This is an optimization exercise on Yosys and OpenROAD, whose aim is small area, a short achievable clock period and few clock cycles per item, not a production implementation. Where RTL was checked, it was by simulation tests only, not by an equivalence proof against the original. Power is estimated from default activity; no workload was simulated.

==> flow/design.v <==
package ex_pkg;
    localparam int unsigned XLEN          = 32;
    localparam int unsigned TRANS_ID_BITS = 3;
    typedef enum logic [3:0] {
        ADD = 4'd0,
        SUB = 4'd1,
        AND = 4'd2,
        OR  = 4'd3,
        XOR = 4'd4,
        SLL = 4'd5,
        SRL = 4'd6,
        SLT = 4'd7,
        MUL = 4'd8
    } fu_op_e;
    typedef struct packed {
        fu_op_e                   operator;
        logic [TRANS_ID_BITS-1:0] trans_id;
        logic [XLEN-1:0]          operand_a;
        logic [XLEN-1:0]          operand_b;
    } fu_data_t;
    typedef struct packed {
        logic [TRANS_ID_BITS-1:0] trans_id;
        logic [XLEN-1:0]          result;
    } wb_data_t;
endpackage
`timescale 1ns/1ps
module mul_step (
    input  logic [31:0] a_i,
    input  logic [2:0]  d0_i,
    input  logic [2:0]  d1_i,
    input  logic [31:0] s_i,
    input  logic [31:0] c_i,
    output logic [31:0] s_o,
    output logic [31:0] c_o,
    output logic [31:0] s1_o,
    output logic [31:0] c1_o
);
    logic [31:0] pp0, pp1, s1, c1;
    assign s1_o = s1;
    assign c1_o = c1;
    assign pp0 = (({32{d0_i[0]}} & a_i) | ({32{d0_i[1]}} & (a_i << 1))) ^ {32{d0_i[2]}};
    assign pp1 = (({32{d1_i[0]}} & (a_i << 2)) | ({32{d1_i[1]}} & (a_i << 3))) ^ {32{d1_i[2]}};
    csa32 csa_a (.x_i(s_i), .y_i({c_i[31:1], d0_i[2]}), .z_i(pp0), .s_o(s1), .c_o(c1));
    csa32 csa_b (.x_i(s1),  .y_i({c1[31:1], d1_i[2]}),  .z_i(pp1), .s_o(s_o), .c_o(c_o));
endmodule
module csa32 (
    input  logic [31:0] x_i,
    input  logic [31:0] y_i,
    input  logic [31:0] z_i,
    output logic [31:0] s_o,
    output logic [31:0] c_o
);
    logic [31:0] maj;
    assign s_o = x_i ^ y_i ^ z_i;
    assign maj = (x_i & y_i) | (x_i & z_i) | (y_i & z_i);
    assign c_o = {maj[30:0], 1'b0};
endmodule
module cond_add8 (
    input  logic [7:0] p_i,
    input  logic [7:0] g_i,
    output logic [7:0] s0_o,
    output logic [7:0] s1_o,
    output logic       g_o,
    output logic       p_o
);
    logic [7:0] g [4];
    logic [7:0] p [4];
    always_comb begin
        g[0] = g_i;
        p[0] = p_i;
        for (int l = 0; l < 3; l++) begin
            for (int i = 0; i < 8; i++) begin
                if ((i >> l) & 1) begin
                    g[l+1][i] = g[l][i] | (p[l][i] & g[l][((i >> l) << l) - 1]);
                    p[l+1][i] = p[l][i] & p[l][((i >> l) << l) - 1];
                end else begin
                    g[l+1][i] = g[l][i];
                    p[l+1][i] = p[l][i];
                end
            end
        end
        s0_o[0] = p_i[0];
        s1_o[0] = ~p_i[0];
        for (int i = 1; i < 8; i++) begin
            s0_o[i] = p_i[i] ^ g[3][i-1];
            s1_o[i] = p_i[i] ^ (g[3][i-1] | p[3][i-1]);
        end
        g_o = g[3][7];
        p_o = p[3][7];
    end
endmodule
`timescale 1ns/1ps
module ex_stage (
    input  logic        clk_i,
    input  logic        rst_ni,
    input  logic        issue_req_i,
    input  logic [70:0] issue_data_i,
    output logic        issue_ack_o,
    output logic        wb_req_o,
    output logic [34:0] wb_data_o,
    input  logic        wb_ack_i
);
    logic [3:0]  in_op;
    logic [2:0]  in_id;
    logic [31:0] in_a, in_b;
    assign {in_op, in_id, in_a, in_b} = issue_data_i;
    logic        q_v, q_ph, q_cy;
    logic [2:0]  q_id;
    logic [31:0] q_a, q_b;
    logic        q_add, q_sub, q_slt, q_and, q_or, q_xor, q_sll, q_srl, q_mul;
    logic        q_mv, q_ar;
    logic        s_v;
    logic [34:0] s_data;
    logic        m_busy, m_done, m_av, m_rdy, m_p, m_cz;
    logic [2:0]  m_id;
    logic [31:0] m_a, m_b, m_s, m_c;
    logic [31:0] m_s_nxt, m_c_nxt, m_s1, m_c1;
    logic [2:0]  m_d0, m_d1;
    logic q_free, capture, load_slot, mul_start, mul_reload, step1;
    assign mul_start  = q_mv && m_av;
    assign mul_reload = m_rdy && (!q_v || q_mv);
    assign load_slot  = (!s_v || (wb_req_o && wb_ack_i)) && q_ar;
    assign step1      = q_v && !q_ph;
    assign q_free     = !q_v || load_slot || mul_start;
    assign capture    = issue_req_i && !issue_ack_o && q_free && !mul_reload;
    logic [7:0]  s_blk0;
    logic        c_blk0;
    logic [31:0] s0_all, s1_all;
    logic [3:0]  g_all, p_all;
    logic [31:0] sh1;
    for (genvar k = 0; k < 4; k++) begin : g_blk
        cond_add8 blk (.p_i(q_a[8*k +: 8]), .g_i(q_b[8*k +: 8]),
                       .s0_o(s0_all[8*k +: 8]), .s1_o(s1_all[8*k +: 8]),
                       .g_o(g_all[k]), .p_o(p_all[k]));
    end
    assign s_blk0 = q_sub ? s1_all[7:0] : s0_all[7:0];
    assign c_blk0 = g_all[0] | (p_all[0] & q_sub);
    assign sh1    = q_a >> q_b[4:0];
    logic        c1, c2, c3, lt;
    logic [31:0] sum, q_a_rev, res;
    assign c1  = q_cy;
    assign c2  = q_b[1] | (q_b[0] & q_cy);
    assign c3  = q_b[3] | (q_b[2] & q_b[1]) | (q_b[2] & q_b[0] & q_cy);
    assign sum = {c3 ? q_b[31:24] : q_a[31:24],
                  c2 ? q_b[23:16] : q_a[23:16],
                  c1 ? q_b[15:8]  : q_a[15:8],
                  q_a[7:0]};
    assign lt  = q_b[6] ? q_b[7] : sum[31];
    always_comb begin
        for (int i = 0; i < 32; i++) q_a_rev[i] = q_a[31 - i];
        res = ({32{q_add}} & sum)
            | ({32{q_and}} & q_b)
            | ({32{q_or}}  & (q_a | q_b))
            | ({32{q_xor}} & q_a)
            | ({32{q_srl}} & q_a)
            | ({32{q_sll}} & q_a_rev)
            | {31'd0, q_slt & lt};
    end
    logic        in_sub, in_sll, in_mul, in_one;
    logic [31:0] in_a_rev, in_bx;
    logic        in_pg;
    assign in_sub = (in_op == 4'd1) || (in_op == 4'd7);
    assign in_sll = (in_op == 4'd5);
    assign in_mul = (in_op == 4'd8);
    assign in_one = (in_op == 4'd2) || (in_op == 4'd3) || (in_op == 4'd4) || (in_op > 4'd8);
    assign in_pg  = (in_op <= 4'd4) || (in_op == 4'd7);
    assign in_bx  = in_sub ? ~in_b : in_b;
    always_comb for (int i = 0; i < 32; i++) in_a_rev[i] = in_a[31 - i];
    logic m_busy_n, m_done_n;
    assign m_busy_n = mul_start || (m_busy && !mul_reload);
    assign m_done_n = !mul_start && ((m_b[31:4] == '0 && !m_b[3]) || m_a[27:0] == '0);
    always_ff @(posedge clk_i or negedge rst_ni) begin
        if (!rst_ni) begin
            issue_ack_o <= 1'b0;
            q_v         <= 1'b0;
            q_ph        <= 1'b0;
            q_mv        <= 1'b0;
            q_ar        <= 1'b0;
            s_v         <= 1'b0;
            wb_req_o    <= 1'b0;
            m_busy      <= 1'b0;
            m_av        <= 1'b1;
            m_rdy       <= 1'b0;
        end else begin
            issue_ack_o <= issue_ack_o ? issue_req_i : capture;
            q_v         <= capture || mul_reload || (q_v && !q_free);
            q_ph        <= q_v && !q_free && !mul_reload;
            q_mv        <= mul_reload ? 1'b0 : (q_free ? (capture && in_mul) : q_mv);
            q_ar        <= mul_reload ? m_cz : (q_free ? (capture && in_one) : (q_v && !q_mul));
            s_v         <= load_slot || (s_v && !(wb_req_o && wb_ack_i));
            wb_req_o    <= wb_req_o ? !wb_ack_i : (!wb_ack_i && (s_v || load_slot));
            m_busy      <= m_busy_n;
            m_av        <= !m_busy_n || m_done_n;
            m_rdy       <= m_busy_n && m_done_n;
        end
    end
    always_ff @(posedge clk_i) begin
        if (mul_reload) begin
            q_id  <= m_id;
            q_a   <= m_s1;
            q_b   <= {1'b0, m_c1[31:1]};
            {q_add, q_sub, q_slt, q_and, q_or, q_xor, q_sll, q_srl, q_mul} <=
                m_cz ? 9'b000010000 : 9'b100000000;
        end else if (q_free) begin
            q_id  <= in_id;
            q_a   <= in_pg ? (in_a ^ in_bx) : in_sll ? in_a_rev : in_a;
            q_b   <= in_pg ? (in_a & in_bx) : in_b;
            q_add <= (in_op == 4'd0) || (in_op == 4'd1);
            q_sub <= in_sub;
            q_slt <= (in_op == 4'd7);
            q_and <= (in_op == 4'd2);
            q_or  <= (in_op == 4'd3);
            q_xor <= (in_op == 4'd4);
            q_sll <= in_sll;
            q_srl <= (in_op == 4'd6);
            q_mul <= in_mul;
        end else if (step1) begin
            if (q_add || q_slt) begin
                q_a  <= {s0_all[31:8], s_blk0};
                q_b  <= {s1_all[31:8], q_b[31], !q_a[31], 2'b00,
                         g_all[2], p_all[2], g_all[1], p_all[1]};
                q_cy <= c_blk0;
            end
            if (q_sll || q_srl) q_a <= sh1;
        end
    end
    always_ff @(posedge clk_i) begin
        if (load_slot) s_data <= {q_id, res};
    end
    assign wb_data_o = s_data;
    mul_step step_i (
        .a_i  ( m_a      ),
        .d0_i ( m_d0     ),
        .d1_i ( m_d1     ),
        .s_i  ( m_s      ),
        .c_i  ( m_c      ),
        .s_o  ( m_s_nxt  ),
        .c_o  ( m_c_nxt  ),
        .s1_o ( m_s1     ),
        .c1_o ( m_c1     )
    );
    function automatic logic [2:0] booth_ctl(input logic [2:0] d);
        booth_ctl = {d[2],
                     (d[2] & ~d[1] & ~d[0]) | (~d[2] & d[1] & d[0]),
                     d[1] ^ d[0]};
    endfunction
    always_ff @(posedge clk_i) begin
        if (mul_start) m_id <= q_id;
        m_a    <= mul_start ? q_a : (m_a << 4);
        m_b    <= mul_start ? q_b : (m_b >> 4);
        m_p    <= mul_start ? 1'b0 : m_b[3];
        m_d0   <= m_done_n ? 3'b000 : mul_start ? booth_ctl({q_b[1:0], 1'b0}) : booth_ctl(m_b[5:3]);
        m_d1   <= m_done_n ? 3'b000 : mul_start ? booth_ctl(q_b[3:1])         : booth_ctl(m_b[7:5]);
        m_s    <= mul_start ? '0 : m_s_nxt;
        m_c    <= mul_start ? '0 : m_c_nxt;
        m_done <= m_done_n;
        m_cz   <= !mul_start && m_done && (m_c == '0);
    end
endmodule
Settings: LEC_CHECK=0, ABC_AREA=1, CAP_MARGIN=20, CORE_MARGIN=2, CORE_UTILIZATION=40, SETUP_SLACK_MARGIN=3.1, SLEW_MARGIN=20; clock period 5.5 ns.
standard.sh (not shown) runs the stock make flow with config.mk's settings and CLKGATE_MAP_FILE= SYNTH_SCRIPT=/design/flow/synth_recipe.tcl, a recipe that flattens the netlist after the stock synthesis.
==> flow/flow/run.sh <==
#!/bin/bash
# Standard layout, with the port buffers made from the smallest plain buffer
# (the resizer still upsizes any that need it).
set -euo pipefail
export BUFFER_PORTS_ARGS="-buffer_cell sky130_fd_sc_hd__buf_1"
bash standard.sh > standard.log 2>&1
Change:
--- a/flow/design.v
+++ b/flow/design.v
@@ -30,15 +30,11 @@
     input  logic [2:0]  d1_i,
     input  logic [31:0] s_i,
     input  logic [31:0] c_i,
     output logic [31:0] s_o,
-    output logic [31:0] c_o,
-    output logic [31:0] s1_o,
-    output logic [31:0] c1_o
+    output logic [31:0] c_o
 );
     logic [31:0] pp0, pp1, s1, c1;
-    assign s1_o = s1;
-    assign c1_o = c1;
     assign pp0 = (({32{d0_i[0]}} & a_i) | ({32{d0_i[1]}} & (a_i << 1))) ^ {32{d0_i[2]}};
     assign pp1 = (({32{d1_i[0]}} & (a_i << 2)) | ({32{d1_i[1]}} & (a_i << 3))) ^ {32{d1_i[2]}};
     csa32 csa_a (.x_i(s_i), .y_i({c_i[31:1], d0_i[2]}), .z_i(pp0), .s_o(s1), .c_o(c1));
     csa32 csa_b (.x_i(s1),  .y_i({c1[31:1], d1_i[2]}),  .z_i(pp1), .s_o(s_o), .c_o(c_o));
@@ -113,9 +109,9 @@
     logic [34:0] s_data;
     logic        m_busy, m_done, m_av, m_rdy, m_p, m_cz;
     logic [2:0]  m_id;
     logic [31:0] m_a, m_b, m_s, m_c;
-    logic [31:0] m_s_nxt, m_c_nxt, m_s1, m_c1;
+    logic [31:0] m_s_nxt, m_c_nxt;
     logic [2:0]  m_d0, m_d1;
     logic q_free, capture, load_slot, mul_start, mul_reload, step1;
     assign mul_start  = q_mv && m_av;
     assign mul_reload = m_rdy && (!q_v || q_mv);
@@ -196,10 +192,10 @@
     end
     always_ff @(posedge clk_i) begin
         if (mul_reload) begin
             q_id  <= m_id;
-            q_a   <= m_s1;
-            q_b   <= {1'b0, m_c1[31:1]};
+            q_a   <= m_s ^ m_c;
+            q_b   <= m_s & m_c;
             {q_add, q_sub, q_slt, q_and, q_or, q_xor, q_sll, q_srl, q_mul} <=
                 m_cz ? 9'b000010000 : 9'b100000000;
         end else if (q_free) begin
             q_id  <= in_id;
@@ -234,11 +230,9 @@
         .d1_i ( m_d1     ),
         .s_i  ( m_s      ),
         .c_i  ( m_c      ),
         .s_o  ( m_s_nxt  ),
-        .c_o  ( m_c_nxt  ),
-        .s1_o ( m_s1     ),
-        .c1_o ( m_c1     )
+        .c_o  ( m_c_nxt  )
     );
     function automatic logic [2:0] booth_ctl(input logic [2:0] d);
         booth_ctl = {d[2],
                      (d[2] & ~d[1] & ~d[0]) | (~d[2] & d[1] & d[0]),
The changed run completed with no timing, DRC or antenna violations.
Register-to-register slack gets better by 40 ps.
Hold slack gets better by 8.0 ps.
Synthesized area is higher by 1.8%.
Via count is lower by 1.6%.
Routed wire length is lower by 3.9%.
Die area is higher by 1.8%.
Sequential cell count is unchanged.
Critical path depth is lower by 3.
Setup slack gets better by 43 ps.
Non-clock buffer count is lower by 23.
Fmax is higher by 1.8%.
Combinational power is lower by 4.8%.
Total power is lower by 2.5%.
Testbench counts after the change, summed over its fixed seeds: cycles 6,879, ops 2,400.
The RTL of the first run of this note was laid out without a check of its function.

---

RTL: the design.v shown in full above, as it stands there.
==> flow/config.mk <==
export PLATFORM = sky130hd
export DESIGN_NAME = ex_stage
export DESIGN_NICKNAME = ex_stage
export VERILOG_FILES = /design/flow/design.v
export SDC_FILE = /design/flow/constraint.sdc
export NUM_CORES = 4
export LEC_CHECK = 0
export ABC_AREA = 1
export CAP_MARGIN = 20
export CORE_MARGIN = 2
export CORE_UTILIZATION = 40
export SETUP_SLACK_MARGIN = 3.2
export SLEW_MARGIN = 20
==> flow/constraint.sdc <==
create_clock -name core_clock -period 5.5 [get_ports {clk_i}]
set_input_delay 1.1000 -clock core_clock [delete_from_list [all_inputs] [get_ports {clk_i}]]
set_output_delay 1.1000 -clock core_clock [all_outputs]
set_load 0.01 [all_outputs]
Scripts as last shown in full above: flow/flow/run.sh
Edit:
--- a/flow/design.v
+++ b/flow/design.v
@@ -29,17 +29,13 @@
     input  logic [2:0]  d0_i,
     input  logic [2:0]  d1_i,
     input  logic [31:0] s_i,
     input  logic [31:0] c_i,
     output logic [31:0] s_o,
-    output logic [31:0] c_o,
-    output logic [31:0] s1_o,
-    output logic [31:0] c1_o
+    output logic [31:0] c_o
 );
     logic [31:0] pp0, pp1, s1, c1;
-    assign s1_o = s1;
-    assign c1_o = c1;
     assign pp0 = (({32{d0_i[0]}} & a_i) | ({32{d0_i[1]}} & (a_i << 1))) ^ {32{d0_i[2]}};
     assign pp1 = (({32{d1_i[0]}} & (a_i << 2)) | ({32{d1_i[1]}} & (a_i << 3))) ^ {32{d1_i[2]}};
     csa32 csa_a (.x_i(s_i), .y_i({c_i[31:1], d0_i[2]}), .z_i(pp0), .s_o(s1), .c_o(c1));
     csa32 csa_b (.x_i(s1),  .y_i({c1[31:1], d1_i[2]}),  .z_i(pp1), .s_o(s_o), .c_o(c_o));
 endmodule
@@ -112,11 +108,11 @@
     logic        s_v;
     logic [34:0] s_data;
     logic        m_busy, m_done, m_av, m_rdy, m_p, m_cz;
     logic [2:0]  m_id;
     logic [31:0] m_a, m_b, m_s, m_c;
-    logic [31:0] m_s_nxt, m_c_nxt, m_s1, m_c1;
+    logic [31:0] m_s_nxt, m_c_nxt;
     logic [2:0]  m_d0, m_d1;
     logic q_free, capture, load_slot, mul_start, mul_reload, step1;
     assign mul_start  = q_mv && m_av;
     assign mul_reload = m_rdy && (!q_v || q_mv);
     assign load_slot  = (!s_v || (wb_req_o && wb_ack_i)) && q_ar;
@@ -133,29 +129,30 @@
                        .s0_o(s0_all[8*k +: 8]), .s1_o(s1_all[8*k +: 8]),
                        .g_o(g_all[k]), .p_o(p_all[k]));
     end
     assign s_blk0 = q_sub ? s1_all[7:0] : s0_all[7:0];
     assign c_blk0 = g_all[0] | (p_all[0] & q_sub);
-    assign sh1    = q_a >> q_b[4:0];
+    assign sh1    = q_a >> {q_b[4:2], 2'b00};
     logic        c1, c2, c3, lt;
-    logic [31:0] sum, q_a_rev, res;
+    logic [31:0] sum, sh2, sh2_rev, res;
     assign c1  = q_cy;
     assign c2  = q_b[1] | (q_b[0] & q_cy);
     assign c3  = q_b[3] | (q_b[2] & q_b[1]) | (q_b[2] & q_b[0] & q_cy);
     assign sum = {c3 ? q_b[31:24] : q_a[31:24],
                   c2 ? q_b[23:16] : q_a[23:16],
                   c1 ? q_b[15:8]  : q_a[15:8],
                   q_a[7:0]};
     assign lt  = q_b[6] ? q_b[7] : sum[31];
     always_comb begin
-        for (int i = 0; i < 32; i++) q_a_rev[i] = q_a[31 - i];
+        sh2 = q_a >> q_b[1:0];
+        for (int i = 0; i < 32; i++) sh2_rev[i] = sh2[31 - i];
         res = ({32{q_add}} & sum)
             | ({32{q_and}} & q_b)
             | ({32{q_or}}  & (q_a | q_b))
             | ({32{q_xor}} & q_a)
-            | ({32{q_srl}} & q_a)
-            | ({32{q_sll}} & q_a_rev)
+            | ({32{q_srl}} & sh2)
+            | ({32{q_sll}} & sh2_rev)
             | {31'd0, q_slt & lt};
     end
     logic        in_sub, in_sll, in_mul, in_one;
     logic [31:0] in_a_rev, in_bx;
     logic        in_pg;
@@ -195,12 +192,12 @@
         end
     end
     always_ff @(posedge clk_i) begin
         if (mul_reload) begin
             q_id  <= m_id;
-            q_a   <= m_s1;
-            q_b   <= {1'b0, m_c1[31:1]};
+            q_a   <= m_s ^ m_c;
+            q_b   <= m_s & m_c;
             {q_add, q_sub, q_slt, q_and, q_or, q_xor, q_sll, q_srl, q_mul} <=
                 m_cz ? 9'b000010000 : 9'b100000000;
         end else if (q_free) begin
             q_id  <= in_id;
             q_a   <= in_pg ? (in_a ^ in_bx) : in_sll ? in_a_rev : in_a;
@@ -233,13 +230,11 @@
         .d0_i ( m_d0     ),
         .d1_i ( m_d1     ),
         .s_i  ( m_s      ),
         .c_i  ( m_c      ),
         .s_o  ( m_s_nxt  ),
-        .c_o  ( m_c_nxt  ),
-        .s1_o ( m_s1     ),
-        .c1_o ( m_c1     )
+        .c_o  ( m_c_nxt  )
     );
     function automatic logic [2:0] booth_ctl(input logic [2:0] d);
         booth_ctl = {d[2],
                      (d[2] & ~d[1] & ~d[0]) | (~d[2] & d[1] & d[0]),
                      d[1] ^ d[0]};
After rerunning:
- register-to-register slack stays flat
- power drops slightly
- via count climbs slightly
- non-clock buffer count climbs by 1
- clock-buffer cell count drops by 10
- worst setup slack gains 0.010 ns
- cell area climbs by a few percent
- die area climbs by a few percent
- core utilization barely changes
- wire length drops by a few percent
- synthesized area climbs by a few percent
Testbench counts after the change, summed over its fixed seeds: cycles 6,879, ops 2,400.
For the first run of this note, only the layout was checked, not whether the RTL still works.

## re-timing with driven ports
The flow's constraints put no driver on any port. The routed layouts listed below were extracted and timed again, unchanged, in two steps.
Step 1 (the two cells are an assumption about what drives the block):
set clk [get_ports {clk_i}]
set_driving_cell -lib_cell sky130_fd_sc_hd__clkbuf_16 $clk
set_driving_cell -lib_cell sky130_fd_sc_hd__buf_2 [delete_from_list [all_inputs] $clk]
Step 2 also shifts input and output timing later by t, the mid clock arrival at the registers, as if the neighbouring blocks saw the same clock.
Slacks: no drivers / after step 1 / after step 2; pairs: no drivers / after step 1.
| run | t (ns) | setup WS [ns] | worst setup path after step 2 | latest minus earliest clock arrival (ns) | slew at the worst register clock pin (ns) |
|---|---|---|---|---|---|
| the first run of note 1 | 0.655 | 3.076 / 3.080 / 2.430 | input to register | 0.014 / 0.013 | 0.07 / 0.07 |
| the second run of note 1 | 0.650 | 3.119 / 3.119 / 2.509 | input to register | 0.020 / 0.020 | 0.07 / 0.07 |
| the first run of note 2 | 0.652 | 3.062 / 3.065 / 2.413 | input to register | 0.023 / 0.022 | 0.08 / 0.08 |
| the second run of note 2 | 0.645 | 3.072 / 3.091 / 2.445 | input to register | 0.015 / 0.015 | 0.07 / 0.07 |
After both steps every run listed still meets setup and hold. The setup slack of the first run of note 2, which loses most, moves by +0.003 ns with the drivers and by -0.649 ns with both steps.
